From an optimization exercise on the open Yosys and OpenROAD flow, aimed at small area, a short achievable clock period and few clock cycles; shortcuts taken in it are not production practice. The RTL was checked by simulation tests, not by an equivalence proof against the original design. Power and IR drop assume default switching activity.

**design/flow/design.v**
```verilog
package ptif_pkg;
  localparam int unsigned HEADER_HOLD_BYTES = 60;
  localparam int unsigned FIFO_DEPTH = HEADER_HOLD_BYTES;
  localparam int unsigned LAST_QUEUE_DEPTH = 2;
  localparam logic REG_ENABLE    = 1'b0;
  localparam logic REG_TRUNC_LEN = 1'b1;
  localparam logic [4:0]  ETH_BASE_LEN = 5'd14;
  localparam logic [4:0]  TAG_LEN      = 5'd4;
  localparam logic [4:0]  TAGGED_IP_OFF = ETH_BASE_LEN + TAG_LEN;
  localparam logic [15:0] TYPE_IPV4    = 16'h0800;
  localparam logic [15:0] TYPE_CTAG    = 16'h8100;
  localparam logic [15:0] TYPE_STAG    = 16'h88A8;
  localparam logic [15:0] POS_TYPE_HI  = 16'd12;
  localparam logic [15:0] POS_TYPE_LO  = 16'd13;
  localparam logic [15:0] POS_INNER_HI = 16'd16;
  localparam logic [15:0] POS_INNER_LO = 16'd17;
  localparam logic [15:0] POS_MAX      = 16'hFFFF;
  localparam logic [3:0] IPV4_VERSION = 4'h4;
  localparam logic [5:0] IPV4_MIN_HDR = 6'd20;
  localparam logic [5:0] OFF_TLEN_HI  = 6'd2;
  localparam logic [5:0] OFF_TLEN_LO  = 6'd3;
  localparam logic [5:0] OFF_CSUM_HI  = 6'd10;
  localparam logic [5:0] OFF_CSUM_LO  = 6'd11;
  localparam logic [15:0] KEEP_MIN_UNTAGGED = 16'(ETH_BASE_LEN) + 16'(IPV4_MIN_HDR);
  localparam logic [15:0] KEEP_MIN_VLAN     = 16'(ETH_BASE_LEN) + 16'(TAG_LEN);
  localparam logic [15:0] KEEP_MIN_TAGGED   = 16'(TAGGED_IP_OFF) + 16'(IPV4_MIN_HDR);
endpackage
import ptif_pkg::*;
module packet_truncate_ipv4_fixup_unit (
  input  logic        clk_i,
  input  logic        rst_ni,
  input  logic        cfg_we_i,
  input  logic        cfg_idx_i,
  input  logic [15:0] cfg_wdata_i,
  input  logic        s_axis_tvalid,
  output logic        s_axis_tready,
  input  logic [23:0] s_axis_tdata,    
  input  logic        s_axis_tlast,
  output logic        m_axis_tvalid,
  input  logic        m_axis_tready,
  output logic [7:0]  m_axis_tdata,    
  output logic        m_axis_tlast
);
  localparam int unsigned N  = FIFO_DEPTH;
  localparam int unsigned AW = 6;
  localparam int unsigned LQ = LAST_QUEUE_DEPTH;
  localparam int unsigned LW = $clog2(LQ);
  function automatic [AW-1:0] inc(input [AW-1:0] p);
    inc = (p == AW'(N - 1)) ? '0 : p + AW'(1);
  endfunction
  function automatic [AW-1:0] dec(input [AW-1:0] p);
    dec = (p == '0) ? AW'(N - 1) : p - AW'(1);
  endfunction
  function automatic [8:0] add8(input [7:0] x, input [7:0] y, input ci);
    reg [7:0] g, p, gg, pp, gn, pn;
    reg [8:0] c;
    g  = x & y;
    p  = x ^ y;
    gg = g;
    pp = p;
    for (int d = 1; d < 8; d = d * 2) begin
      gn = gg;
      pn = pp;
      for (int i = d; i < 8; i++) begin
        gn[i] = gg[i] | (pp[i] & gg[i - d]);
        pn[i] = pp[i] & pp[i - d];
      end
      gg = gn;
      pp = pn;
    end
    c[0] = ci;
    for (int i = 0; i < 8; i++) c[i + 1] = gg[i] | (pp[i] & ci);
    add8 = {c[8], p ^ c[7:0]};
  endfunction
  logic        en_q;
  logic [15:0] tlen_q;
  logic        tlen_nz, tlen_is1, k18, k34, k38;
  logic        first_q;
  logic        cut_q;
  logic [15:0] rem_q;           
  logic [4:0]  pc_q;            
  logic        t08_q, t81_q, t88_q;
  logic        vlan_q, arm14_q, arm18_q;
  logic        hsp_q;           
  logic          hold_q;
  logic [3:0]    ihlm_q;        
  logic [5:0]    hoff_q;        
  logic [15:0]   tot_q;         
  logic [AW-1:0] a0_q;          
  logic          fixp_q;        
  logic [3:0]    fcnt_q;
  logic [7:0]    ax_q, ay_q;    
  logic          ac_q;
  logic [1:0]    fin_q;
  logic [7:0]    mem_q [N];
  logic [AW-1:0] wp_q;
  logic [2:0]    rph_q;         
  logic [7:0]    rpl_q;         
  function automatic rp_is(input [AW-1:0] p);
    rp_is = rph_q == p[5:3] && rpl_q[p[2:0]];
  endfunction
  logic          empty_q, full_q;
  logic [AW-1:0] lq_q [LQ];
  logic [LW-1:0] lqw_q, lqr_q;
  logic [LW:0]   lqc_q;
  logic       ov_q;
  logic [7:0] ob_q;
  logic       ol_q;
  logic       trdy_q;
  assign s_axis_tready = trdy_q;
  assign m_axis_tvalid = ov_q;
  assign m_axis_tdata  = ob_q;
  assign m_axis_tlast  = ol_q;
  logic [7:0]  b;
  logic [15:0] flen;
  logic        l;
  assign b    = s_axis_tdata[7:0];
  assign flen = s_axis_tdata[23:8];
  assign l    = s_axis_tlast;
  assign tlen_nz  = tlen_q != 16'd0;
  assign tlen_is1 = tlen_q == 16'd1;
  assign k18      = tlen_q >= KEEP_MIN_VLAN;
  assign k34      = tlen_q >= KEEP_MIN_UNTAGGED;
  assign k38      = tlen_q >= KEEP_MIN_TAGGED;
  always_ff @(posedge clk_i or negedge rst_ni) begin
    if (!rst_ni) begin
      en_q   <= 1'b0;
      tlen_q <= 16'd0;
    end else if (cfg_we_i) begin
      if (cfg_idx_i == REG_ENABLE) en_q <= cfg_wdata_i[0];
      else                         tlen_q <= cfg_wdata_i;
    end
  end
  logic in_acc, drop, endc, wr, lastbit;
  logic rem_z, rem_o, rem_t, cut_in;
  logic drop_q, end_q;    
  logic drop_d, wok_q;    
  logic at12, at13, at16, at17;
  logic hs, ihl_ok, start, complete, rel_unfixed;
  logic bx08, bx00, bx81, bx88, bxa8;
  assign in_acc  = s_axis_tvalid && trdy_q;
  assign rem_z   = rem_q == 16'd0;
  assign rem_o   = rem_q == 16'd1;
  assign rem_t   = rem_q == 16'd2;
  assign cut_in  = en_q && tlen_nz && (flen > tlen_q);
  assign drop    = drop_q;
  assign endc    = first_q ? (en_q && tlen_is1 && (flen[15:1] != 15'd0))
                           : end_q;
  assign wr      = s_axis_tvalid && wok_q;
  assign lastbit = l || endc;
  assign bx08 = b == 8'h08;
  assign bx00 = b == 8'h00;
  assign bx81 = b == 8'h81;
  assign bx88 = b == 8'h88;
  assign bxa8 = b == 8'hA8;
  assign at12 = !first_q && pc_q == 5'd12;
  assign at13 = !first_q && pc_q == 5'd13;
  assign at16 = !first_q && pc_q == 5'd16;
  assign at17 = !first_q && pc_q == 5'd17;
  assign ihl_ok = b[7:4] == IPV4_VERSION && b[3:0] >= 4'd5 &&
                  (rem_q[15:6] != 10'd0 || rem_q[5:2] >= b[3:0]);
  assign hs       = hsp_q && !first_q;
  assign start    = hs && ihl_ok;
  assign complete = hold_q && hoff_q == {ihlm_q, 2'b11};
  assign rel_unfixed = hold_q && !complete && l;
  logic       first_d, cut_d, arm14_d, arm18_d, hsp_d;
  logic [4:0] pc_d;
  always_comb begin
    first_d = first_q;
    cut_d   = cut_q;
    arm14_d = arm14_q;
    arm18_d = arm18_q;
    pc_d    = pc_q;
    if (in_acc) begin
      first_d = l;
      if (first_q) begin
        cut_d   = cut_in;
        arm14_d = 1'b0;
        arm18_d = 1'b0;
        pc_d    = 5'd1;
      end else begin
        if (pc_q != 5'd31) pc_d = pc_q + 5'd1;
        if (at13) arm14_d = cut_q && t08_q && bx00 && k34;
        if (at17) arm18_d = cut_q && vlan_q && t08_q && bx00 && k38;
      end
    end
    hsp_d = !first_d && cut_d && ((arm14_d && pc_d == 5'd14) ||
                                  (arm18_d && pc_d == 5'd18));
  end
  always_comb begin
    drop_d = drop_q;
    if (in_acc) begin
      if (first_q) drop_d = !l && cut_in && tlen_is1;
      else         drop_d = !l && cut_q && (rem_z || rem_o);
    end
  end
  always_ff @(posedge clk_i or negedge rst_ni) begin
    if (!rst_ni) begin
      first_q <= 1'b1;
      hsp_q   <= 1'b0;
      drop_q  <= 1'b0;
      end_q   <= 1'b0;
    end else begin
      first_q <= first_d;
      hsp_q   <= hsp_d;
      drop_q <= drop_d;
      if (in_acc) begin
        if (first_q) end_q <= !l && cut_in && tlen_q == 16'd2;
        else         end_q <= !l && cut_q && rem_t;
      end
    end
  end
  always_ff @(posedge clk_i) begin
    cut_q   <= cut_d;
    arm14_q <= arm14_d;
    arm18_q <= arm18_d;
    pc_q    <= pc_d;
    if (in_acc) begin
      if (first_q) rem_q <= tlen_q - 16'd1;
      else if (!rem_z) rem_q <= rem_q - 16'd1;
      if (at12 || at16) begin
        t08_q <= bx08;
        t81_q <= bx81;
        t88_q <= bx88;
      end
      if (at13) vlan_q <= cut_q && ((t81_q && bx00) || (t88_q && bxa8)) && k18;
    end
  end
  logic [7:0] ad_q;             
  logic       s1_q;             
  logic       step, clr;
  logic [8:0] ssum;
  always_comb begin
    step = s1_q || fin_q != 2'd0;
    clr  = !step && !hold_q && !fixp_q;
    ssum = add8(ay_q, ad_q, ac_q);
  end
  always_ff @(posedge clk_i) begin
    if (!(in_acc && (hsp_q || hold_q)))
      ad_q <= 8'd0;
    else if (hold_q && hoff_q[5:4] == 2'b00 && hoff_q[2:1] == 2'b01)
      ad_q <= hoff_q[3] ? 8'd0 : hoff_q[0] ? tot_q[7:0] : tot_q[15:8];
    else
      ad_q <= b;
  end
  always_ff @(posedge clk_i or negedge rst_ni) begin
    if (!rst_ni) begin
      hold_q <= 1'b0;
      fin_q  <= 2'd0;
      s1_q   <= 1'b0;
    end else begin
      s1_q <= in_acc && (hsp_q || hold_q);
      if (fin_q != 2'd0 && !s1_q) fin_q <= fin_q - 2'd1;
      if (in_acc) begin
        if (start && !l) hold_q <= 1'b1;
        if (complete) begin
          hold_q <= 1'b0;
          fin_q  <= 2'd3;
        end
        if (rel_unfixed) hold_q <= 1'b0;
      end
    end
  end
  always_ff @(posedge clk_i) begin
    if (clr) begin
      ax_q <= 8'd0;
      ay_q <= 8'd0;
      ac_q <= 1'b0;
    end else if (step) begin
      ax_q <= ssum[7:0];
      ay_q <= ax_q;
      ac_q <= ssum[8];
    end
    if (in_acc) begin
      if (hsp_q) begin
        ihlm_q <= b[3:0] - 4'd1;
        hoff_q <= 6'd1;
        tot_q  <= rem_q;
        a0_q   <= wp_q;
      end else if (hold_q) begin
        hoff_q <= hoff_q + 6'd1;
      end
    end
  end
  logic       empty, blocked, out_free, rd;
  logic [7:0] rdata, odata;
  logic       at_a0, olast;
  logic       push, pop;
  logic [15:0] fsum;
  logic [15:0] csum;
  assign empty    = empty_q;
  assign at_a0    = rp_is(a0_q);
  assign blocked  = hold_q && at_a0;
  assign out_free = !ov_q || m_axis_tready;
  assign rd       = !empty && !blocked && out_free;
  logic [7:0] rp_hi, rp_lo;
  logic [7:0] grp [8];
  always_comb begin
    for (int k = 0; k < 8; k++) begin
      rp_hi[k] = rph_q == 3'(k);
      rp_lo[k] = rpl_q[k];
    end
    for (int g = 0; g < 8; g++) begin
      grp[g] = 8'd0;
      for (int j = 0; j < 8; j++) begin
        if (g * 8 + j < N) grp[g] = grp[g] | (mem_q[g * 8 + j] & {8{rp_lo[j]}});
      end
    end
    rdata = 8'd0;
    for (int g = 0; g < 8; g++) rdata = rdata | (grp[g] & {8{rp_hi[g]}});
  end
  assign fsum = {ax_q, ay_q};
  assign csum = (fsum == 16'd0) ? 16'd0 : ~fsum;
  always_comb begin
    odata = rdata;
    if (fixp_q) begin
      case (fcnt_q)
        4'd2:    odata = tot_q[15:8];
        4'd3:    odata = tot_q[7:0];
        4'd10:   odata = csum[15:8];
        4'd11:   odata = csum[7:0];
        default: odata = rdata;
      endcase
    end
  end
  assign olast = lqc_q != '0 && rp_is(lq_q[lqr_q]);
  assign push  = wr && lastbit;
  assign pop   = rd && olast;
  logic [LW:0] lqc_d;
  logic        empty_d, full_d, lqfull_d, trdy_d;
  assign trdy_d = !full_d && !lqfull_d && !(hsp_d && fixp_q);
  always_comb begin
    lqc_d = lqc_q;
    if (push && !pop) lqc_d = (lqc_q == '0) ? (LW+1)'(1) : (LW+1)'(2);
    if (pop && !push) lqc_d = (lqc_q == (LW+1)'(2)) ? (LW+1)'(1) : '0;
  end
  assign empty_d  = (empty_q && !wr) || (rp_is(dec(wp_q)) && rd && !wr);
  assign full_d   = (full_q && !rd) || (rp_is(inc(wp_q)) && wr && !rd);
  assign lqfull_d = (lqc_q == (LW+1)'(LQ) && !pop) ||
                    (lqc_q == (LW+1)'(LQ - 1) && push && !pop);
  for (genvar i = 0; i < N; i++) begin : g_mem
    always_ff @(posedge clk_i) begin
      if (wr && wp_q == AW'(i)) mem_q[i] <= b;
    end
  end
  always_ff @(posedge clk_i) begin
    if (push) lq_q[lqw_q] <= wp_q;
    if (rd) begin
      ob_q <= odata;
      ol_q <= olast;
    end
  end
  always_ff @(posedge clk_i or negedge rst_ni) begin
    if (!rst_ni) begin
      wp_q   <= '0;
      rph_q  <= '0;
      rpl_q  <= 8'd1;
      empty_q <= 1'b1;
      full_q  <= 1'b0;
      lqw_q  <= '0;
      lqr_q  <= '0;
      lqc_q  <= '0;
      ov_q   <= 1'b0;
      fixp_q <= 1'b0;
      fcnt_q <= 4'd0;
      trdy_q <= 1'b0;
      wok_q  <= 1'b0;
    end else begin
      if (wr) wp_q <= inc(wp_q);
      if (rd) begin
        if (rph_q == 3'((N - 1) / 8) && rpl_q[(N - 1) % 8]) begin
          rph_q <= '0;
          rpl_q <= 8'd1;
        end else begin
          if (rpl_q[7]) rph_q <= rph_q + 3'd1;
          rpl_q <= {rpl_q[6:0], rpl_q[7]};
        end
      end
      empty_q <= empty_d;
      full_q  <= full_d;
      if (push) lqw_q <= lqw_q + LW'(1);
      if (pop)  lqr_q <= lqr_q + LW'(1);
      lqc_q <= lqc_d;
      if (rd) ov_q <= 1'b1;
      else if (m_axis_tready) ov_q <= 1'b0;
      if (rd && fixp_q) begin
        if (fcnt_q != 4'd0 || at_a0) fcnt_q <= fcnt_q + 4'd1;
        if (fcnt_q == 4'd11) begin
          fixp_q <= 1'b0;
          fcnt_q <= 4'd0;
        end
      end
      if (in_acc && complete) begin
        fixp_q <= 1'b1;
        fcnt_q <= 4'd0;
      end
      trdy_q <= trdy_d;
      wok_q  <= trdy_d && !drop_d;
    end
  end
endmodule
```
**design/flow/run.sh**
```bash
#!/bin/bash
# synth_recipe.tcl (not shown) runs the flow's synth.tcl, then flattens the netlist and writes it again
# the make line also repeats each setting of config.mk as NAME=value (left out here)
make -C /OpenROAD-flow-scripts/flow DESIGN_CONFIG=/design/flow/config.mk WORK_HOME=/design/flow/orfs CLKGATE_MAP_FILE= SYNTH_SCRIPT=/design/flow/synth_recipe.tcl finish
```
**design/flow/config.mk**
```make
export PLATFORM = sky130hd
export DESIGN_NAME = packet_truncate_ipv4_fixup_unit
export DESIGN_NICKNAME = packet_truncate_ipv4_fixup_unit
export VERILOG_FILES = /design/flow/design.v
export SDC_FILE = /design/flow/constraint.sdc
export NUM_CORES = 4
export LEC_CHECK = 0
export CAP_MARGIN = 20
export CORE_MARGIN = 2
export CORE_UTILIZATION = 40
export CTS_BUF_LIST = sky130_fd_sc_hd__clkbuf_8
export PLACE_DENSITY = 0.6
export SETUP_SLACK_MARGIN = 3.1
export SLEW_MARGIN = 20
```
**design/flow/constraint.sdc**
```tcl
create_clock -name core_clock -period 5.5 [get_ports {clk_i}]
set_input_delay 1.1000 -clock core_clock [delete_from_list [all_inputs] [get_ports {clk_i}]]
set_output_delay 1.1000 -clock core_clock [all_outputs]
set_load 0.01 [all_outputs]
```
==> flow_results.xml, run 1 <==
<?xml version="1.0" encoding="UTF-8"?>
<metrics>
  <group name="outcome">
    <metric name="run_status" unit="">timing/DRC/antenna clean</metric>
  </group>
  <group name="clock_network">
    <metric name="cts-htree-levels" unit="">3</metric>
    <metric name="worst_skew_pair.late_latency" unit="ps">750</metric>
    <metric name="cts_tree" unit="">built</metric>
    <metric name="cts_hold_repair.buffers" unit="">0</metric>
    <metric name="cts_buffer_depth" unit="">3</metric>
    <metric name="clkTransAtPathRegs" unit="ps">60</metric>
    <metric name="cts_sinks" unit="">642</metric>
    <metric name="clock_tree.root_cell" unit="">sky130_fd_sc_hd__clkbuf_8</metric>
    <metric name="tritoncts.num_buffers" unit="">105</metric>
  </group>
  <group name="route">
    <metric name="finalWirelength" unit="µm">79800</metric>
    <metric name="post_dr_wirelength_cell" unit="µm">26.24</metric>
    <metric name="via_count_of_the_routed_design" unit="">18100</metric>
    <metric name="drc_errors" unit="">0</metric>
    <metric name="detailed_router_iteration_count_before_antenna_repair" unit="">7</metric>
    <metric name="ant_nets" unit="">0</metric>
    <metric name="drt_iter0_markers" unit="">1950</metric>
    <metric name="vias_per_cell" unit="">5.952</metric>
  </group>
  <group name="global_route">
    <metric name="initial_antenna_violation_count" unit="">1</metric>
    <metric name="grt_first_pass_wirelength" unit="µm">115800</metric>
    <metric name="grt_pass1_vias" unit="">17780</metric>
    <metric name="grt.total_usage" unit="%">22.28</metric>
    <metric name="globalRouteOverflowTotal" unit="">0</metric>
    <metric name="grt_max_degree" unit="">66</metric>
  </group>
  <group name="synth">
    <metric name="synthesis.yosys.warnings" unit="">3</metric>
    <metric name="synth_edf_count" unit="">553</metric>
    <metric name="syn_area" unit="µm²">26670</metric>
    <metric name="postSynthNetCount" unit="">1994</metric>
    <metric name="synthDistinctLibCells" unit="">69</metric>
    <metric name="synth-main-ff-cell" unit="">sky130_fd_sc_hd__edfxtp_1</metric>
    <metric name="ys_ff_latch" unit="">642</metric>
    <metric name="synth.avg_cell_area" unit="µm²">14.13</metric>
    <metric name="synth.yosys.seq_area_share" unit="%">70.01</metric>
    <metric name="post_synth_inst_count" unit="">1888</metric>
    <metric name="ys_async_sr_fraction" unit="%">8.723</metric>
  </group>
  <group name="worst_setup_path">
    <metric name="crit_path_start_kind" unit="">register</metric>
    <metric name="worstPathArrival" unit="ps">3000</metric>
    <metric name="crit_required" unit="ps">5960</metric>
    <metric name="crit_path_end_kind" unit="">register</metric>
    <metric name="worstSetupPathType" unit="">register to register</metric>
    <metric name="rr_startpoint" unit="">rpl_q[5]$_DFFE_PN0P_</metric>
    <metric name="worst_setup_sp" unit="">rpl_q[5]$_DFFE_PN0P_</metric>
    <metric name="worstPathMaxFanout" unit="">6</metric>
  </group>
  <group name="final_layout">
    <metric name="layout.nets" unit="">2190</metric>
    <metric name="drive_above_1_share" unit="%">26.11</metric>
    <metric name="layout_area_overhead" unit="%">22.64</metric>
    <metric name="filler_instances" unit="">5540</metric>
  </group>
  <group name="die">
    <metric name="floorplan.io_pins" unit="">58</metric>
    <metric name="floorplan.rows" unit="">94</metric>
    <metric name="core_area" unit="µm²">65860</metric>
    <metric name="dieWidth" unit="µm">262.2</metric>
    <metric name="effective_utilization_at_floorplan" unit="%">40.49</metric>
    <metric name="dieArea" unit="µm²">68760</metric>
    <metric name="die-height" unit="µm">262.2</metric>
  </group>
  <group name="timing">
    <metric name="grt_setup_unrepaired" unit="">yes</metric>
    <metric name="tightestPinTransition" unit="ps">897.9</metric>
    <metric name="fmax" unit="MHz">392.5</metric>
    <metric name="finalCritPeriodShare" unit="%">46.32</metric>
    <metric name="timing.clock.skew" unit="ps">58.90</metric>
    <metric name="timing.max_slew.rel_slack" unit="%">40.14</metric>
    <metric name="period_minus_slack" unit="ps">2547</metric>
    <metric name="timing_hold_violations_final" unit="">0</metric>
    <metric name="setup_viol" unit="">0</metric>
    <metric name="holdWs" unit="ps">461.6</metric>
    <metric name="finalMaxSlewViolations" unit="">0</metric>
    <metric name="final.setup.tns" unit="ps">0</metric>
  </group>
  <group name="power">
    <metric name="p_switching" unit="mW">5.403</metric>
    <metric name="comb_power_share" unit="%">32.4</metric>
    <metric name="cell_internal_pwr" unit="mW">9.480</metric>
    <metric name="power_switching_share" unit="%">36.30</metric>
    <metric name="power.ir.vdd_worst" unit="µV">255.1</metric>
    <metric name="share_clk_of_total_power" unit="%">26.7</metric>
    <metric name="power_frac_seq" unit="%">40.8</metric>
    <metric name="p_leak" unit="nW">10.93</metric>
    <metric name="power.density" unit="nW/µm²">455.0</metric>
  </group>
  <group name="worst_hold_path">
    <metric name="holdCritPathClass" unit="">register to register</metric>
    <metric name="timing.hold.worst.start" unit="">arm14_q$_DFF_P_</metric>
  </group>
  <group name="placement">
    <metric name="portBuffers" unit="">57</metric>
    <metric name="gp_routability_congestion" unit="">0.8917</metric>
    <metric name="post-dp-hpwl" unit="µm">45780</metric>
  </group>
  <group name="run">
    <metric name="drv_cap" unit="">0</metric>
  </group>
</metrics>
-- logic make-up (layout without fill, tap and decap cells) --
| kind of cell | count (synthesis) | in the layout | synth area share, % |
|---|---|---|---|
| AOI/OAI and AO/OA | 463 | 463 | 12.47 |
| xor gates and xnor gates | 59 | 59 | 1.937 |
| adders and majority gates | 59 | 59 | 2.796 |
| buffers and inverters | 168 | 455 | 2.407 |
| DFF | 642 | 642 | 70.01 |
| muxes | 48 | 48 | 2.144 |
| other | 0 | 2 | 0 |
| and+or+nand+nor | 449 | 449 | 8.238 |
-- worst max-delay path, stage by stage (launching register included) --
cell                       delay, ps
sky130_fd_sc_hd__dfrtp_4         540
sky130_fd_sc_hd__buf_12          170
sky130_fd_sc_hd__buf_12          140
sky130_fd_sc_hd__a22oi_1         250
sky130_fd_sc_hd__nand4_1         160
sky130_fd_sc_hd__a222oi_1        610
sky130_fd_sc_hd__mux2_4          310
sky130_fd_sc_hd__a21oi_1          80
-- power groups by stage --
stage	sequential (mW)	combinational [mW]	clock, mW
CTS	6.05	4.39	4.02
global placement	6.32	3.44	0
floorplan	5.91	2.33	0
finish	6.08	4.83	3.98
detailed placement	6.33	3.48	0
global route	6.11	5.04	4.24
-- synth_stat cells, drive strengths merged, types with 33 or more instances --
cell type / instances / area share, %
a21oi: 47 / 0.88
a22oi: 251 / 7.1
clkbuf: 94 / 1.3
dfrtp: 53 / 5.0
dfxtp: 33 / 2.5
edfxtp: 553 / 62
ha: 58 / 2.7
inv: 57 / 0.80
nand2: 116 / 1.6
nand3: 43 / 0.81
nand4: 63 / 1.5
nor2: 124 / 1.8
o21ai: 47 / 0.88
xnor2: 43 / 1.4
-- stage by stage --
| stage | cell area [µm²] | worst slack, ps | utilization [%] | power [mW] | cells |
|---|---|---|---|---|---|
| 6_report | 32710 | 2953 | 49.66 | 14.88 | 3041 |
| 3_5_place_dp | 28530 | 1726 | 43.32 | 9.812 | 2734 |
| 4_1_cts | 31710 | 2948 | 48.15 | 14.47 | 2987 |
| 3_3_place_gp | 28530 | 1781 | 43.32 | 9.757 | 2734 |
| 2_1_floorplan | 27080 | 2741 | - | 8.242 | 1888 |
| 5_1_grt | 32710 | 2944 | 49.66 | 15.39 | 3040 |
-- layout by cell type, fill, tap and decap left out, types with 42 or more instances in the layout --
cell,instances
sky130_fd_sc_hd__edfxtp_1,553
sky130_fd_sc_hd__a22oi_1,207
sky130_fd_sc_hd__nand2_1,111
sky130_fd_sc_hd__clkbuf_8,108
sky130_fd_sc_hd__buf_4,96
sky130_fd_sc_hd__inv_1,78
sky130_fd_sc_hd__nand4_1,63
sky130_fd_sc_hd__nor2_1,57
sky130_fd_sc_hd__nor2_4,51
sky130_fd_sc_hd__a22oi_2,44
sky130_fd_sc_hd__xnor2_1,42
-- worst paths after layout --
check | end | slack (ps) | cells after the start
hold / removal | arm14_q$_DFF_P_ | 460 | 1
hold reg to reg | arm14_q$_DFF_P_ | 460 | 1
setup / recovery | ob_q[2]$_DFFE_PP_ | 2950 | 7
max in group asynchronous | rpl_q[6]$_DFFE_PN0P_ | 4330 | 2
min in group asynchronous | fcnt_q[0]$_DFFE_PN0P_ | 550 | 2
setup reg to reg | ob_q[2]$_DFFE_PP_ | 2950 | 7
-- flip-flops by register name (all words and copies together), names as in the netlist, 8 cells and up --
| name | count |
|---|---|
| tlen_q | 16 |
| tot_q | 16 |
| rem_q | 16 |
| mem_q | 480 |
| ay_q | 8 |
| ad_q | 8 |
| lq_q | 12 |
| ob_q | 8 |
| ax_q | 8 |
| rpl_q | 8 |
-- layout make-up --
type                            instances  area [µm²]  area share (%)
Sequential cell                       642       18730           57.25
Multi-Input combinational cell       1078        8622           26.36
Timing Repair Buffer                  198        2001           6.117
Clock buffer                          108        1486           4.544
Tap cell                              864        1081           3.305
Clock inverter                         90       509.2           1.557
Inverter                               58       270.3          0.8263
Timing Repair inverter                  1       8.758         0.02678
Antenna cell                            2       5.005         0.01530
-- layer usage --
metal,track usage [%],wire (µm),vias up
li1,-,-,7870
met1,30.22,32590,9200
met2,35.14,37300,844
met3,3.914,6154,185
met4,10.01,3751,0
met5,0,0,-
-- repair_timing --
item,CTS,global route
pin swaps,46,70
hold endpoints to repair,0,0
cloned,5,3
endpoints found under the setup margin,511,157
buffers inserted,50,49
gates resized for setup,222,145
Testbench counts, summed over its fixed seeds: cycles 243,794.
==> run 2: changes to the inputs <==
--- a/design/flow/config.mk
+++ b/design/flow/config.mk
@@ -10,3 +10,2 @@
 export CORE_UTILIZATION = 40
-export CTS_BUF_LIST = sky130_fd_sc_hd__clkbuf_8
 export PLACE_DENSITY = 0.6
==> run 2 against run 1 <==
Via count down 1.1%. Die area unchanged. First-iteration DRC count unchanged. Non-clock buffer count down 15. Sequential share of layout area down 0.053 points. Register-to-register slack better by 20 ps. Setup slack better by 18 ps. Total power up 2.1%. Critical path type unchanged. Largest power group unchanged. Highest routed layer is now met5.
==> flow_results.xml, run 2 <==
<?xml version="1.0" encoding="UTF-8"?>
<metrics>
  <group name="outcome">
    <metric name="run_status" unit="">timing/DRC/antenna clean</metric>
  </group>
  <group name="synth">
    <metric name="postSynthNetCount" unit="">1994</metric>
    <metric name="synthDistinctLibCells" unit="">69</metric>
    <metric name="ys_top_cells_by_area" unit="">sky130_fd_sc_hd__edfxtp_1 (62%), sky130_fd_sc_hd__a22oi_1 (7.1%), sky130_fd_sc_hd__dfrtp_1 (5.0%), sky130_fd_sc_hd__ha_1 (2.7%), sky130_fd_sc_hd__dfxtp_1 (2.5%)</metric>
    <metric name="synth_edf_count" unit="">553</metric>
    <metric name="dominant_cell_by_count_in_the_synthesized_netlist" unit="">sky130_fd_sc_hd__edfxtp_1</metric>
    <metric name="synth.yosys.seq_area_share" unit="%">70.01</metric>
    <metric name="yosys-top-cells-count" unit="">sky130_fd_sc_hd__edfxtp_1 (553), sky130_fd_sc_hd__a22oi_1 (251), sky130_fd_sc_hd__nor2_1 (123), sky130_fd_sc_hd__nand2_1 (115), sky130_fd_sc_hd__clkbuf_1 (94)</metric>
    <metric name="synthDominantCellAreaShare" unit="%">62.26</metric>
    <metric name="synth_largest_area_cell" unit="">sky130_fd_sc_hd__edfxtp_1</metric>
    <metric name="ys_async_sr_fraction" unit="%">8.723</metric>
    <metric name="ys_ff_latch" unit="">642</metric>
    <metric name="post_synth_inst_count" unit="">1888</metric>
    <metric name="synthesis.yosys.warnings" unit="">3</metric>
    <metric name="synth-main-ff-cell" unit="">sky130_fd_sc_hd__edfxtp_1</metric>
    <metric name="syn_area" unit="µm²">26670</metric>
    <metric name="synth.avg_cell_area" unit="µm²">14.13</metric>
  </group>
  <group name="timing">
    <metric name="fmax" unit="MHz">395.4</metric>
    <metric name="timing.clock.skew" unit="ps">42.15</metric>
    <metric name="final.setup.tns" unit="ps">0</metric>
    <metric name="period_minus_slack" unit="ps">2529</metric>
    <metric name="grt_setup_unrepaired" unit="">yes</metric>
    <metric name="timing_hold_violations_final" unit="">0</metric>
    <metric name="finalMaxSlewViolations" unit="">0</metric>
    <metric name="setup_viol" unit="">0</metric>
    <metric name="finalCritPeriodShare" unit="%">45.98</metric>
    <metric name="timing.max_slew.rel_slack" unit="%">40.35</metric>
    <metric name="tightestPinTransition" unit="ps">894.8</metric>
    <metric name="holdWs" unit="ps">471.8</metric>
  </group>
  <group name="final_layout">
    <metric name="max_ffs_per_register" unit="">480</metric>
    <metric name="layout_area_overhead" unit="%">22.76</metric>
    <metric name="filler_instances" unit="">5479</metric>
    <metric name="stdcell_area" unit="µm²">32740</metric>
    <metric name="layout.cells.most_common_list" unit="">sky130_fd_sc_hd__edfxtp_1 (553), sky130_fd_sc_hd__a22oi_1 (211), sky130_fd_sc_hd__nand2_1 (109)</metric>
    <metric name="drive_above_1_share" unit="%">24.17</metric>
    <metric name="final_common_cell" unit="">sky130_fd_sc_hd__edfxtp_1</metric>
    <metric name="largest_register" unit="">mem_q</metric>
    <metric name="layout.nets" unit="">2139</metric>
  </group>
  <group name="worst_setup_path">
    <metric name="count_of_cells_along_the_worst_register_to_register_path" unit="">6</metric>
    <metric name="worst_path_largest_cell_delay" unit="ps">670</metric>
    <metric name="crit_path_cell_trace" unit="">buf_12 &gt; a22oi_2 &gt; nand4_1 &gt; a222oi_1 &gt; mux2_4 &gt; a21oi_2</metric>
    <metric name="timing.critical_path.slowest_stage_cell" unit="">sky130_fd_sc_hd__a222oi_1</metric>
    <metric name="worstPathMaxFanout" unit="">7</metric>
    <metric name="worstSetupPathType" unit="">register to register</metric>
    <metric name="crit_path_end_kind" unit="">register</metric>
    <metric name="r2r-end" unit="">ob_q[3]$_DFFE_PP_</metric>
    <metric name="crit_path_start_kind" unit="">register</metric>
    <metric name="worstPathArrival" unit="ps">2870</metric>
    <metric name="reg2reg_setup_slack" unit="ps">2970</metric>
    <metric name="crit_required" unit="ps">5840</metric>
    <metric name="rr_startpoint" unit="">rpl_q[5]$_DFFE_PN0P_</metric>
  </group>
  <group name="die">
    <metric name="dieArea" unit="µm²">68760</metric>
    <metric name="core_area" unit="µm²">65860</metric>
    <metric name="effective_utilization_at_floorplan" unit="%">40.49</metric>
    <metric name="floorplan.io_pins" unit="">58</metric>
    <metric name="dieWidth" unit="µm">262.2</metric>
    <metric name="floorplan.rows" unit="">94</metric>
    <metric name="die-height" unit="µm">262.2</metric>
  </group>
  <group name="worst_hold_path">
    <metric name="timing.hold.worst.start" unit="">arm14_q$_DFF_P_</metric>
    <metric name="holdCritPathClass" unit="">register to register</metric>
    <metric name="cells_on_worst_hold_path" unit="">1</metric>
    <metric name="timing.hold.worst_endpoint" unit="">arm14_q$_DFF_P_</metric>
  </group>
  <group name="global_route">
    <metric name="initial_antenna_violation_count" unit="">1</metric>
    <metric name="grt_max_degree" unit="">66</metric>
    <metric name="grt.total_usage" unit="%">22.54</metric>
    <metric name="grt_first_pass_wirelength" unit="µm">117000</metric>
    <metric name="globalRouteOverflowTotal" unit="">0</metric>
    <metric name="grt_pass1_vias" unit="">17650</metric>
  </group>
  <group name="clock_network">
    <metric name="cts_sinks" unit="">642</metric>
    <metric name="clock_tree.root_cell" unit="">sky130_fd_sc_hd__clkbuf_16</metric>
    <metric name="cts_buffer_depth" unit="">3</metric>
    <metric name="cts_hold_repair.buffers" unit="">0</metric>
    <metric name="cts-htree-levels" unit="">3</metric>
    <metric name="worst_skew_pair.late_latency" unit="ps">640</metric>
    <metric name="cts_tree" unit="">built</metric>
    <metric name="tritoncts.num_buffers" unit="">69</metric>
    <metric name="clkTransAtPathRegs" unit="ps">60</metric>
  </group>
  <group name="placement">
    <metric name="portBuffers" unit="">57</metric>
    <metric name="post-dp-hpwl" unit="µm">45780</metric>
    <metric name="placement.cell_area" unit="µm²">28530</metric>
    <metric name="gp_routability_congestion" unit="">0.8917</metric>
  </group>
  <group name="route">
    <metric name="finalWirelength" unit="µm">79150</metric>
    <metric name="via_count_of_the_routed_design" unit="">17890</metric>
    <metric name="drc_errors" unit="">0</metric>
    <metric name="ant_nets" unit="">0</metric>
    <metric name="drt_iter0_markers" unit="">1950</metric>
    <metric name="post_dr_wirelength_cell" unit="µm">26.83</metric>
    <metric name="vias_per_cell" unit="">6.065</metric>
    <metric name="detailed_router_iteration_count_before_antenna_repair" unit="">6</metric>
  </group>
  <group name="run">
    <metric name="drv_cap" unit="">0</metric>
  </group>
  <group name="power">
    <metric name="p_leak" unit="nW">10.75</metric>
    <metric name="power.density" unit="nW/µm²">464.1</metric>
    <metric name="power.ir.vdd_worst" unit="µV">302.7</metric>
  </group>
</metrics>
[run 2: cell count changes in the layout (fill, tap and decap cells not counted), sizes merged, moves of 3 or more]
cell,delta
dlygate4sd2,-3
buf,-15
clkbuf,-22
clkinv,-20
inv,-29
[run 2: through the flow]
stage	cells	setup WS [ps]	utilization [%]	total power, mW
2_1_floorplan	1888	2741	-	8.242
3_3_place_gp	2734	1781	43.32	9.757
3_5_place_dp	2734	1726	43.32	9.812
6_report	2950	2971	49.71	15.20
5_1_grt	2949	2926	49.71	15.69
4_1_cts	2930	3017	48.94	14.92
[run 2: final cells by class]
type	instances	area [µm²]	share of cell area, %
Sequential cell	642	18730	57.20
Multi-Input combinational cell	1078	8673	26.49
Antenna cell	1	2.502	0.007643
Tap cell	864	1081	3.302
Timing Repair Buffer	183	1898	5.797
Clock buffer	86	1800	5.499
Clock inverter	37	300.3	0.9172
Timing Repair inverter	1	8.758	0.02675
Inverter	58	250.2	0.7643
[run 2: power breakdown]
group          switching, mW  internal (mW)
registers              0.407           5.67
clock network           1.96           2.40
logic                   2.97           1.80
total                   5.33           9.86
[run 2: timing repair]
item | 4_1_cts | 5_1_grt
pin swaps | 65 | 51
setup buffers | 66 | 17
setup endpoints to repair | 553 | 198
resized for setup | 268 | 97
gates cloned | 7 | 2
[run 2: worst max-delay path: cells and delay by family (launching register included)]
kind | cells | cell delay (ps)
AOI/OAI and AO/OA | 3 | 970
and+or+nand+nor | 1 | 170
DFF | 1 | 590
buffers and inverters | 1 | 190
muxes | 1 | 320
[run 2: worst max-delay path by stage]
stage / startpoint / end / slack (ps) / cells after the start
6_report: rpl_q[5]$_DFFE_PN0P_ / ob_q[3]$_DFFE_PP_ / 2970 / 6
3_3_place_gp: s_axis_tvalid / mem_q[31][1]$_DFFE_PP_ / 1780 / 5
4_1_cts: wp_q[0]$_DFFE_PN0P_ / empty_q$_DFF_PN1_ / 3020 / 9
3_5_place_dp: s_axis_tvalid / mem_q[31][6]$_DFFE_PP_ / 1730 / 5
2_1_floorplan: s_axis_tdata[21] / end_q$_DFFE_PN0P_ / 2740 / 7
5_1_grt: tlen_q[11]$_DFFE_PN0P_ / trdy_q$_DFF_PN0_ / 2930 / 9
[run 2: per-layer routing]
metal,global-route usage (%),up-vias,routed length (µm)
met5,0,-,10
met4,9.475,2,3140
met3,3.623,161,6500
met2,35.46,897,37310
met1,31.13,9108,32190
li1,-,7725,-
[run 2: logic make-up (layout without fill, tap and decap cells)]
kind of cell / Yosys count / count (layout) / synth area share, %
adders and majority gates: 59 / 59 / 2.796
buffers and inverters: 168 / 365 / 2.407
muxes: 48 / 48 / 2.144
DFF: 642 / 642 / 70.01
AOI/OAI and AO/OA: 463 / 463 / 12.47
xor gates and xnor gates: 59 / 59 / 1.937
other: 0 / 1 / 0
and+or+nand+nor: 449 / 449 / 8.238
==> run 3: changes to the inputs <==
--- a/design/flow/design.v
+++ b/design/flow/design.v
@@ -186,4 +186,6 @@
     end
-    hsp_d = !first_d && cut_d && ((arm14_d && pc_d == 5'd14) ||
-                                  (arm18_d && pc_d == 5'd18));
+    hsp_d = hsp_q;
+    if (in_acc)
+      hsp_d = !first_q && !l && cut_q && ((arm14_d && pc_q == 5'd13) ||
+                                          (arm18_d && pc_q == 5'd17));
   end
@@ -192,3 +194,3 @@
     if (in_acc) begin
-      if (first_q) drop_d = !l && cut_in && tlen_is1;
+      if (first_q) drop_d = !l && en_q && tlen_is1 && flen[15:1] != 15'd0;
       else         drop_d = !l && cut_q && (rem_z || rem_o);
@@ -207,3 +209,4 @@
       if (in_acc) begin
-        if (first_q) end_q <= !l && cut_in && tlen_q == 16'd2;
+        if (first_q) end_q <= !l && en_q && tlen_q == 16'd2 &&
+                              (flen[15:2] != 14'd0 || flen[1:0] == 2'd3);
         else         end_q <= !l && cut_q && rem_t;
@@ -297,5 +300,20 @@
   logic [7:0] grp [8];
+  logic       fsub;
+  logic [7:0] fbyte;
+  assign fsum = {ax_q, ay_q};
+  assign csum = (fsum == 16'd0) ? 16'd0 : ~fsum;
   always_comb begin
+    fsub  = 1'b0;
+    fbyte = 8'd0;
+    if (fixp_q) begin
+      case (fcnt_q)
+        4'd2:  begin fsub = 1'b1; fbyte = tot_q[15:8]; end
+        4'd3:  begin fsub = 1'b1; fbyte = tot_q[7:0];  end
+        4'd10: begin fsub = 1'b1; fbyte = csum[15:8];  end
+        4'd11: begin fsub = 1'b1; fbyte = csum[7:0];   end
+        default: ;
+      endcase
+    end
     for (int k = 0; k < 8; k++) begin
-      rp_hi[k] = rph_q == 3'(k);
+      rp_hi[k] = rph_q == 3'(k) && !fsub;
       rp_lo[k] = rpl_q[k];
@@ -308,18 +326,5 @@
     end
-    rdata = 8'd0;
+    rdata = fbyte;
     for (int g = 0; g < 8; g++) rdata = rdata | (grp[g] & {8{rp_hi[g]}});
-  end
-  assign fsum = {ax_q, ay_q};
-  assign csum = (fsum == 16'd0) ? 16'd0 : ~fsum;
-  always_comb begin
     odata = rdata;
-    if (fixp_q) begin
-      case (fcnt_q)
-        4'd2:    odata = tot_q[15:8];
-        4'd3:    odata = tot_q[7:0];
-        4'd10:   odata = csum[15:8];
-        4'd11:   odata = csum[7:0];
-        default: odata = rdata;
-      endcase
-    end
   end
@@ -330,3 +335,11 @@
   logic        empty_d, full_d, lqfull_d, trdy_d;
-  assign trdy_d = !full_d && !lqfull_d && !(hsp_d && fixp_q);
+  logic might_push, hsp_c;
+  assign might_push = wr && (l || end_q || (first_q && en_q && tlen_is1));
+  always_comb begin
+    hsp_c = hsp_q;
+    if (in_acc)
+      hsp_c = !first_q && !l && cut_q && t08_q &&
+              ((pc_q == 5'd13 && k34) || (pc_q == 5'd17 && vlan_q && k38));
+  end
+  assign trdy_d = !full_d && !lqfull_d && !(hsp_c && fixp_q);
   always_comb begin
@@ -339,3 +352,3 @@
   assign lqfull_d = (lqc_q == (LW+1)'(LQ) && !pop) ||
-                    (lqc_q == (LW+1)'(LQ - 1) && push && !pop);
+                    (lqc_q == (LW+1)'(LQ - 1) && might_push && !pop);
   for (genvar i = 0; i < N; i++) begin : g_mem
@@ -346,3 +359,3 @@
   always_ff @(posedge clk_i) begin
-    if (push) lq_q[lqw_q] <= wp_q;
+    if (wr) lq_q[lqw_q] <= wp_q;
     if (rd) begin
==> run 3 against run 2 <==
Global-route usage fell by 0.19 points. Hold slack improved by 13 ps. Utilization down 1.6 points. Count of clock-buffer cells in the layout unchanged. Die area is 0.22% lower.
==> flow_results.xml, run 3 <==
<?xml version="1.0" encoding="UTF-8"?>
<metrics>
  <group name="timing">
    <metric name="finalMaxSlewViolations" unit="">0</metric>
    <metric name="timing_hold_violations_final" unit="">0</metric>
    <metric name="timing.max_slew.rel_slack" unit="%">35.84</metric>
    <metric name="finalCritPeriodShare" unit="%">44.08</metric>
    <metric name="fmax" unit="MHz">412.4</metric>
    <metric name="period_minus_slack" unit="ps">2425</metric>
    <metric name="holdWs" unit="ps">485.0</metric>
    <metric name="grt_setup_unrepaired" unit="">yes</metric>
    <metric name="final.setup.tns" unit="ps">0</metric>
    <metric name="tightestPinTransition" unit="ps">962.4</metric>
    <metric name="timing.clock.skew" unit="ps">31.28</metric>
    <metric name="final.setup.worst_slack" unit="ps">3075</metric>
    <metric name="setup_viol" unit="">0</metric>
  </group>
  <group name="power">
    <metric name="power.ir.vdd_worst" unit="µV">277.6</metric>
    <metric name="p_leak" unit="nW">10.41</metric>
    <metric name="power" unit="mW">15.01</metric>
    <metric name="power.density" unit="nW/µm²">473.3</metric>
  </group>
  <group name="synth">
    <metric name="synthesis.yosys.warnings" unit="">3</metric>
    <metric name="ys_async_sr_fraction" unit="%">8.723</metric>
    <metric name="synthDistinctLibCells" unit="">76</metric>
    <metric name="ys_ff_latch" unit="">642</metric>
    <metric name="post_synth_and_or_nand_nor_area_fraction" unit="%">7.598</metric>
    <metric name="synth-main-ff-cell" unit="">sky130_fd_sc_hd__edfxtp_1</metric>
    <metric name="synth.avg_cell_area" unit="µm²">14.31</metric>
    <metric name="synth_edf_count" unit="">559</metric>
    <metric name="synth_largest_area_cell" unit="">sky130_fd_sc_hd__edfxtp_1</metric>
    <metric name="post_synth_inst_count" unit="">1859</metric>
    <metric name="post_synth_fa_ha_maj_area_fraction" unit="%">2.849</metric>
    <metric name="synth_compound_area_share" unit="%">12.55</metric>
    <metric name="yosys-top-cells-count" unit="">sky130_fd_sc_hd__edfxtp_1 (559), sky130_fd_sc_hd__a22oi_1 (251), sky130_fd_sc_hd__nor2_1 (118), sky130_fd_sc_hd__nand2_1 (99), sky130_fd_sc_hd__clkbuf_1 (89)</metric>
    <metric name="syn_area" unit="µm²">26610</metric>
    <metric name="combinational_family_with_the_most_area_after_synthesis" unit="">compound AO/OA/AOI/OAI gates</metric>
    <metric name="ys_top_cells_by_area" unit="">sky130_fd_sc_hd__edfxtp_1 (63%), sky130_fd_sc_hd__a22oi_1 (7.1%), sky130_fd_sc_hd__dfrtp_1 (5.0%), sky130_fd_sc_hd__ha_1 (2.8%), sky130_fd_sc_hd__dfxtp_1 (2.0%)</metric>
    <metric name="dominant_cell_by_count_in_the_synthesized_netlist" unit="">sky130_fd_sc_hd__edfxtp_1</metric>
    <metric name="postSynthNetCount" unit="">1966</metric>
    <metric name="synth_xor_xnor_area_share" unit="%">2.041</metric>
    <metric name="synth.yosys.seq_area_share" unit="%">70.39</metric>
    <metric name="synthDominantCellAreaShare" unit="%">63.08</metric>
    <metric name="post_synth_mux_area_share" unit="%">2.271</metric>
  </group>
  <group name="global_route">
    <metric name="grt.total_usage" unit="%">22.35</metric>
    <metric name="grt_max_degree" unit="">70</metric>
    <metric name="grt_most_used_layer" unit="">met2</metric>
    <metric name="grt_pass1_vias" unit="">16900</metric>
    <metric name="grt_first_pass_wirelength" unit="µm">112100</metric>
    <metric name="initial_antenna_violation_count" unit="">2</metric>
    <metric name="gr-usage-met2" unit="%">34.96</metric>
    <metric name="globalRouteOverflowTotal" unit="">0</metric>
    <metric name="global_route.usage.met3" unit="%">4.745</metric>
    <metric name="grt.met1_usage" unit="%">30.74</metric>
  </group>
  <group name="worst_setup_path">
    <metric name="worst_path_largest_cell_delay" unit="ps">510</metric>
    <metric name="timing.critical_path.max_delay_family" unit="">compound AO/OA/AOI/OAI gates</metric>
    <metric name="crit_path_cell_trace" unit="">buf_6 &gt; a22oi_1 &gt; nand4_1 &gt; a22o_1 &gt; a222oi_1 &gt; o21ai_0</metric>
    <metric name="worstPathMaxFanout" unit="">27</metric>
    <metric name="worst_setup_sp" unit="">rpl_q[2]$_DFFE_PN0P_</metric>
    <metric name="rr_startpoint" unit="">rpl_q[2]$_DFFE_PN0P_</metric>
    <metric name="worstPathArrival" unit="ps">2760</metric>
    <metric name="timing.critical_path.slowest_stage_cell" unit="">sky130_fd_sc_hd__dfrtp_4</metric>
    <metric name="crit_path_start_kind" unit="">register</metric>
    <metric name="worstSetupPathType" unit="">register to register</metric>
    <metric name="crit_path_end_kind" unit="">register</metric>
    <metric name="cp_num_buf_inv" unit="">1</metric>
    <metric name="crit_required" unit="ps">5840</metric>
  </group>
  <group name="route">
    <metric name="detailed_router_iteration_count_before_antenna_repair" unit="">7</metric>
    <metric name="via_count_of_the_routed_design" unit="">17280</metric>
    <metric name="vias_per_cell" unit="">6.021</metric>
    <metric name="drt_iter0_markers" unit="">2057</metric>
    <metric name="post_dr_wirelength_cell" unit="µm">27.03</metric>
    <metric name="finalWirelength" unit="µm">77570</metric>
    <metric name="drc_errors" unit="">0</metric>
    <metric name="ant_nets" unit="">0</metric>
  </group>
  <group name="placement">
    <metric name="gp_routability_congestion" unit="">0.8625</metric>
    <metric name="post-dp-hpwl" unit="µm">47170</metric>
    <metric name="place_worst_setup_slack" unit="ps">1605</metric>
    <metric name="portBuffers" unit="">57</metric>
  </group>
  <group name="clock_network">
    <metric name="cts-htree-levels" unit="">3</metric>
    <metric name="tritoncts.num_buffers" unit="">68</metric>
    <metric name="clock_tree.root_cell" unit="">sky130_fd_sc_hd__clkbuf_16</metric>
    <metric name="cts_hold_repair.buffers" unit="">0</metric>
    <metric name="cts_sinks" unit="">642</metric>
    <metric name="cts_tree" unit="">built</metric>
    <metric name="worst_skew_pair.late_latency" unit="ps">620</metric>
    <metric name="cts_buffer_depth" unit="">3</metric>
    <metric name="clkTransAtPathRegs" unit="ps">60</metric>
  </group>
  <group name="final_layout">
    <metric name="multiInputGateArea" unit="µm²">8118</metric>
    <metric name="ff_latch_area" unit="µm²">18780</metric>
    <metric name="utilization" unit="%">48.16</metric>
    <metric name="drive_above_1_share" unit="%">19.10</metric>
    <metric name="final_common_cell" unit="">sky130_fd_sc_hd__edfxtp_1</metric>
    <metric name="layout.nets" unit="">2058</metric>
    <metric name="layout.cells.most_common_list" unit="">sky130_fd_sc_hd__edfxtp_1 (559), sky130_fd_sc_hd__a22oi_1 (238), sky130_fd_sc_hd__nand2_1 (93)</metric>
    <metric name="largest_register" unit="">mem_q</metric>
    <metric name="max_ffs_per_register" unit="">480</metric>
    <metric name="filler_instances" unit="">5618</metric>
    <metric name="layout_area_overhead" unit="%">19.19</metric>
  </group>
  <group name="worst_hold_path">
    <metric name="holdCritPathClass" unit="">register to register</metric>
    <metric name="timing.hold.worst.start" unit="">arm14_q$_DFF_P_</metric>
  </group>
  <group name="outcome">
    <metric name="run_status" unit="">timing/DRC/antenna clean</metric>
  </group>
  <group name="die">
    <metric name="floorplan.rows" unit="">94</metric>
    <metric name="dieArea" unit="µm²">68600</metric>
    <metric name="floorplan.io_pins" unit="">58</metric>
    <metric name="effective_utilization_at_floorplan" unit="%">40.40</metric>
    <metric name="core_area" unit="µm²">65860</metric>
    <metric name="dieWidth" unit="µm">261.9</metric>
    <metric name="die-height" unit="µm">261.9</metric>
  </group>
  <group name="run">
    <metric name="drv_cap" unit="">0</metric>
  </group>
</metrics>
-- run 3: changes by cell type in the layout (fill, tap and decap cells not counted), moves of 10 or more --
cell                       delta
sky130_fd_sc_hd__ha_1        +14
sky130_fd_sc_hd__a221oi_2    -10
sky130_fd_sc_hd__o21ai_0     +15
sky130_fd_sc_hd__a22oi_2     -27
sky130_fd_sc_hd__nand2_1     -16
sky130_fd_sc_hd__ha_4        -15
sky130_fd_sc_hd__buf_4       -34
sky130_fd_sc_hd__buf_6       -15
sky130_fd_sc_hd__clkinv_1    -10
sky130_fd_sc_hd__a22oi_1     +27
sky130_fd_sc_hd__a22o_1      +10
-- run 3: worst paths after layout --
check,endpoint,slack [ps],depth (start not counted)
setup reg to reg,ob_q[7]$_DFFE_PP_,3080,6
max in group asynchronous,rpl_q[7]$_DFFE_PN0P_,4200,2
setup / recovery,ob_q[7]$_DFFE_PP_,3080,6
min in group asynchronous,tlen_q[9]$_DFFE_PN0P_,650,2
hold reg to reg,arm14_q$_DFF_P_,490,1
hold / removal,arm14_q$_DFF_P_,490,1
-- run 3: cell type report --
class | count | share of cell area [%]
clock buffer | 86 | 5.771
sequential | 642 | 59.22
clock inverter | 38 | 1.357
multi-input combinational | 1059 | 25.59
tap | 864 | 3.408
inverter | 51 | 0.6588
timing repair buffer | 129 | 3.984
antenna | 1 | 0.007890
-- run 3: kinds of logic (layout without fill, tap and decap cells) --
family,Yosys count,after routing
other,0,1
AND/OR/NAND/NOR,415,415
adder cells (fa/ha/maj),60,60
XOR/XNOR,62,62
multiplexers,50,50
flip-flops,642,642
AO/OA/AOI/OAI,472,472
buffers and inverters,158,304
-- run 3: metrics by stage --
stage                     instances  cell area [µm²]
final                          2870            31720
after global placement         2694            28080
after CTS                      2849            31320
after detailed placement       2694            28080
after floorplan                1859            26730
after global routing           2870            31720
-- run 3: timing repair --
| action | 4_1_cts | 5_1_grt |
|---|---|---|
| resized for setup | 255 | 47 |
| endpoints found under the hold margin | 0 | 0 |
| setup buffers | 30 | 16 |
| pin swaps | 26 | 29 |
| setup endpoints to repair | 554 | 160 |
| gates cloned | 1 | 3 |
-- run 3: report_power, final --
| group | internal, mW | leakage (nW) | switching (mW) |
|---|---|---|---|
| Sequential | 5.68 | 5.93 | 0.381 |
| Combinational | 1.51 | 3.37 | 2.78 |
| Clock | 2.72 | 1.10 | 1.94 |
-- run 3: metal layers --
metal	part of all wire, %	up-vias
met5	0.014	-
met3	8.8	178
met2	46	885
met4	3.9	2
li1	-	7505
met1	41	8709
-- run 3: worst reg2reg max path, stage by stage (launching register included) --
cell and delay (ps):
sky130_fd_sc_hd__dfrtp_4 510, sky130_fd_sc_hd__buf_6 200, sky130_fd_sc_hd__a22oi_1 300, sky130_fd_sc_hd__nand4_1 190, sky130_fd_sc_hd__a22o_1 370, sky130_fd_sc_hd__a222oi_1 430
sky130_fd_sc_hd__o21ai_0 150
Testbench counts of run 3, summed over its fixed seeds: cycles 243,794.
==> run 4: changes to the inputs <==
--- a/design/flow/config.mk
+++ b/design/flow/config.mk
@@ -10,2 +10,4 @@
 export CORE_UTILIZATION = 40
+export CTS_CLUSTER_DIAMETER = 100
+export CTS_CLUSTER_SIZE = 22
 export PLACE_DENSITY = 0.6
==> run 4 against run 3 <==
Still clean. Via count is 2.1% lower. Synthesized area stayed put. Sequential share of layout area is 2.6 points higher. Critical path type unchanged. Highest routed layer is now met4.
==> flow_results.xml, run 4 <==
<?xml version="1.0" encoding="UTF-8"?>
<metrics>
  <group name="outcome">
    <metric name="run_status" unit="">timing/DRC/antenna clean</metric>
  </group>
  <group name="die">
    <metric name="core_area" unit="µm²">65860</metric>
    <metric name="dieWidth" unit="µm">261.9</metric>
    <metric name="effective_utilization_at_floorplan" unit="%">40.40</metric>
    <metric name="die-height" unit="µm">261.9</metric>
    <metric name="floorplan.io_pins" unit="">58</metric>
    <metric name="dieArea" unit="µm²">68600</metric>
    <metric name="floorplan.rows" unit="">94</metric>
  </group>
  <group name="synth">
    <metric name="ys_top_cells_by_area" unit="">sky130_fd_sc_hd__edfxtp_1 (63%), sky130_fd_sc_hd__a22oi_1 (7.1%), sky130_fd_sc_hd__dfrtp_1 (5.0%), sky130_fd_sc_hd__ha_1 (2.8%), sky130_fd_sc_hd__dfxtp_1 (2.0%)</metric>
    <metric name="postSynthNetCount" unit="">1966</metric>
    <metric name="post_synth_inst_count" unit="">1859</metric>
    <metric name="synthDistinctLibCells" unit="">76</metric>
    <metric name="synth_edf_count" unit="">559</metric>
    <metric name="syn_area" unit="µm²">26610</metric>
    <metric name="synth-main-ff-cell" unit="">sky130_fd_sc_hd__edfxtp_1</metric>
    <metric name="synth_largest_area_cell" unit="">sky130_fd_sc_hd__edfxtp_1</metric>
    <metric name="synth.yosys.seq_area_share" unit="%">70.39</metric>
    <metric name="synth.avg_cell_area" unit="µm²">14.31</metric>
    <metric name="dominant_cell_by_count_in_the_synthesized_netlist" unit="">sky130_fd_sc_hd__edfxtp_1</metric>
    <metric name="ys_async_sr_fraction" unit="%">8.723</metric>
    <metric name="ys_ff_latch" unit="">642</metric>
    <metric name="synthesis.yosys.warnings" unit="">3</metric>
    <metric name="yosys-top-cells-count" unit="">sky130_fd_sc_hd__edfxtp_1 (559), sky130_fd_sc_hd__a22oi_1 (251), sky130_fd_sc_hd__nor2_1 (118), sky130_fd_sc_hd__nand2_1 (99), sky130_fd_sc_hd__clkbuf_1 (89)</metric>
    <metric name="synthDominantCellAreaShare" unit="%">63.08</metric>
  </group>
  <group name="timing">
    <metric name="setup_viol" unit="">0</metric>
    <metric name="finalMaxSlewViolations" unit="">0</metric>
    <metric name="grt_setup_unrepaired" unit="">yes</metric>
    <metric name="tightestPinTransition" unit="ps">965.1</metric>
    <metric name="finalCritPeriodShare" unit="%">45.84</metric>
    <metric name="timing_hold_violations_final" unit="">0</metric>
    <metric name="timing.max_slew.rel_slack" unit="%">35.66</metric>
    <metric name="fmax" unit="MHz">396.7</metric>
    <metric name="period_minus_slack" unit="ps">2521</metric>
    <metric name="final.setup.tns" unit="ps">0</metric>
    <metric name="timing.clock.skew" unit="ps">25.51</metric>
  </group>
  <group name="clock_network">
    <metric name="tritoncts.num_buffers" unit="">35</metric>
    <metric name="worst_skew_pair.late_latency" unit="ps">590</metric>
    <metric name="clock_tree.root_cell" unit="">sky130_fd_sc_hd__clkbuf_16</metric>
    <metric name="cts_buffer_depth" unit="">3</metric>
    <metric name="cts-htree-levels" unit="">2</metric>
    <metric name="cts_sinks" unit="">642</metric>
    <metric name="clkTransAtPathRegs" unit="ps">100</metric>
    <metric name="cts_tree" unit="">built</metric>
  </group>
  <group name="run">
    <metric name="drv_cap" unit="">0</metric>
  </group>
  <group name="worst_setup_path">
    <metric name="r2r-end" unit="">ob_q[1]$_DFFE_PP_</metric>
    <metric name="reg2reg_setup_slack" unit="ps">2980</metric>
    <metric name="timing.critical_path.slowest_stage_cell" unit="">sky130_fd_sc_hd__dfstp_4</metric>
    <metric name="count_of_cells_along_the_worst_register_to_register_path" unit="">6</metric>
    <metric name="worst_setup_sp" unit="">rpl_q[0]$_DFFE_PN1P_</metric>
    <metric name="crit_path_end_kind" unit="">register</metric>
    <metric name="worst_path_largest_cell_delay" unit="ps">530</metric>
    <metric name="crit_required" unit="ps">5830</metric>
    <metric name="worstSetupPathType" unit="">register to register</metric>
    <metric name="worstPathMaxFanout" unit="">26</metric>
    <metric name="levels_on_crit_path" unit="">6</metric>
    <metric name="rr_startpoint" unit="">rpl_q[0]$_DFFE_PN1P_</metric>
    <metric name="crit_path_start_kind" unit="">register</metric>
    <metric name="worstPathArrival" unit="ps">2850</metric>
    <metric name="crit_path_cell_trace" unit="">bufbuf_16 &gt; a22oi_1 &gt; nand4_1 &gt; a22o_1 &gt; a221oi_1 &gt; a21oi_1</metric>
    <metric name="cp_num_buf_inv" unit="">1</metric>
    <metric name="timing.critical_path.max_delay_family" unit="">compound AO/OA/AOI/OAI gates</metric>
    <metric name="crit_path_end" unit="">ob_q[1]$_DFFE_PP_</metric>
  </group>
  <group name="final_layout">
    <metric name="filler_instances" unit="">5745</metric>
    <metric name="largest_register" unit="">mem_q</metric>
    <metric name="layout_area_overhead" unit="%">14.27</metric>
    <metric name="multiInputGateArea" unit="µm²">8114</metric>
    <metric name="layout.nets" unit="">2027</metric>
    <metric name="final_common_cell" unit="">sky130_fd_sc_hd__edfxtp_1</metric>
    <metric name="ff_latch_area" unit="µm²">18790</metric>
    <metric name="layout.cells.most_common_list" unit="">sky130_fd_sc_hd__edfxtp_1 (559), sky130_fd_sc_hd__a22oi_1 (237), sky130_fd_sc_hd__nand2_1 (94)</metric>
    <metric name="max_ffs_per_register" unit="">480</metric>
    <metric name="drive_above_1_share" unit="%">16.80</metric>
  </group>
  <group name="global_route">
    <metric name="grt_first_pass_wirelength" unit="µm">110700</metric>
    <metric name="grt_max_degree" unit="">70</metric>
    <metric name="globalRouteOverflowTotal" unit="">0</metric>
    <metric name="grt.total_usage" unit="%">21.97</metric>
    <metric name="grt_pass1_vias" unit="">16580</metric>
    <metric name="initial_antenna_violation_count" unit="">1</metric>
  </group>
  <group name="route">
    <metric name="finalWirelength" unit="µm">76440</metric>
    <metric name="via_count_of_the_routed_design" unit="">16910</metric>
    <metric name="drt_iter0_markers" unit="">2339</metric>
    <metric name="detailed_router_iteration_count_before_antenna_repair" unit="">6</metric>
    <metric name="drc_errors" unit="">0</metric>
    <metric name="vias_per_cell" unit="">6.042</metric>
    <metric name="ant_nets" unit="">0</metric>
    <metric name="post_dr_wirelength_cell" unit="µm">27.31</metric>
  </group>
  <group name="power">
    <metric name="power.density" unit="nW/µm²">430.1</metric>
    <metric name="power.ir.vdd_worst" unit="µV">221.7</metric>
    <metric name="power" unit="mW">13.08</metric>
    <metric name="p_leak" unit="nW">9.746</metric>
  </group>
  <group name="worst_hold_path">
    <metric name="holdCritPathClass" unit="">register to register</metric>
  </group>
  <group name="placement">
    <metric name="post-dp-hpwl" unit="µm">47170</metric>
    <metric name="gp_routability_congestion" unit="">0.8625</metric>
    <metric name="portBuffers" unit="">57</metric>
  </group>
</metrics>
run 4: cell counts after synthesis:
Identical to the previous run, type by type.
run 4: final cells by class:
type	instances	area share [%]
diodes	1	0.008230
clock buffers	45	3.004
clock inverters	6	0.2551
inverters	51	0.6872
multi-input cells	1059	26.69
flip-flops and latches	642	61.79
well taps	864	3.555
repair buffers	131	4.020
run 4: cells by family (layout without fill, tap and decap cells):
logic type / after synthesis / count (layout) / synth area share (%)
other: 0 / 1 / 0
buffers and inverters: 158 / 233 / 2.299
adder cells (fa/ha/maj): 60 / 60 / 2.849
multiplexers: 50 / 50 / 2.271
XOR/XNOR: 62 / 62 / 2.041
flip-flops: 642 / 642 / 70.39
AO/OA/AOI/OAI: 472 / 472 / 12.55
AND/OR/NAND/NOR: 415 / 415 / 7.598
run 4: timing repair:
action,CTS,global route
setup endpoints to repair,560,182
gates cloned,1,1
pin swaps,26,23
setup buffers,30,20
resized for setup,255,51
hold buffers,0,0
run 4: how the worst min path moves through the flow:
stage	start	end	slack (ps)	cells past startpoint
floorplan	arm18_q$_DFF_P_	arm18_q$_DFF_P_	440	1
global placement	arm14_q$_DFF_P_	arm14_q$_DFF_P_	450	1
detailed placement	arm18_q$_DFF_P_	arm18_q$_DFF_P_	470	1
CTS	arm14_q$_DFF_P_	arm14_q$_DFF_P_	490	1
global route	arm14_q$_DFF_P_	arm14_q$_DFF_P_	510	1
finish	arm14_q$_DFF_P_	arm14_q$_DFF_P_	500	1
run 4: metrics by stage:
step / setup slack [ps] / cell area [µm²] / hold WS [ps] / std cells / utilization (%)
after floorplan: 2945 / 26730 / 443.9 / 1859 / -
after global placement: 1743 / 28080 / 452.8 / 2694 / 42.64
after detailed placement: 1605 / 28080 / 466.1 / 2694 / 42.64
after CTS: 3028 / 30050 / 493.9 / 2776 / 45.63
after global routing: 2995 / 30410 / 512.5 / 2799 / 46.17
final: 2979 / 30410 / 495.2 / 2799 / 46.17
run 4: where the power goes:
| group | total (mW) | switching (mW) | internal, mW |
|---|---|---|---|
| Clock | 2.77 | 1.57 | 1.20 |
| Sequential | 6.02 | 0.351 | 5.67 |
| Combinational | 4.29 | 2.79 | 1.50 |
| Total | 13.1 | 4.71 | 8.37 |
run 4: routing by layer:
metal / wire (µm) / track usage [%]
met1: 31380 / 30.28
met3: 6487 / 4.417
met5: 0 / 0
met2: 35660 / 34.84
met4: 2902 / 7.627
run 4: worst register-to-register path: stages, from the launching register on:
cell and delay [ps]:
sky130_fd_sc_hd__dfstp_4 530, sky130_fd_sc_hd__bufbuf_16 340, sky130_fd_sc_hd__a22oi_1 250, sky130_fd_sc_hd__nand4_1 240, sky130_fd_sc_hd__a22o_1 310, sky130_fd_sc_hd__a221oi_1 440, sky130_fd_sc_hd__a21oi_1 160

-- separate check: timing with driven ports --
Ports are ideal in the flow. The routed layouts listed here were re-timed in OpenROAD. Step 1, drivers: a clkbuf_16 drives clk_i and a buf_2 each remaining input, both assumed. Step 2, shift: input delay + t, output delay - t, t = (earliest + latest rising clock arrival at the registers) / 2. This alone moves slack from input paths to output paths. Slacks: ideal ports / drivers / drivers and shift; pairs: ideal ports / drivers.
| run | t (ns) | slack for setup (ns) | clock arrival spread, ns | cell pins on the clock port's net |
|---|---|---|---|---|
| run 1 | 0.774 | 2.953 / 2.953 / 2.354 | 0.070 / 0.070 | 1 |
| run 2 | 0.680 | 2.971 / 2.971 / 2.355 | 0.044 / 0.044 | 1 |
| run 3 | 0.673 | 3.075 / 3.067 / 2.484 | 0.038 / 0.038 | 1 |
| run 4 | 0.651 | 2.979 / 2.979 / 2.571 | 0.039 / 0.038 | 1 |
After both steps setup and hold are still met in every run listed. The setup slack of run 2, which loses most, moves by 0.000 ns with the drivers and by -0.616 ns with both steps.
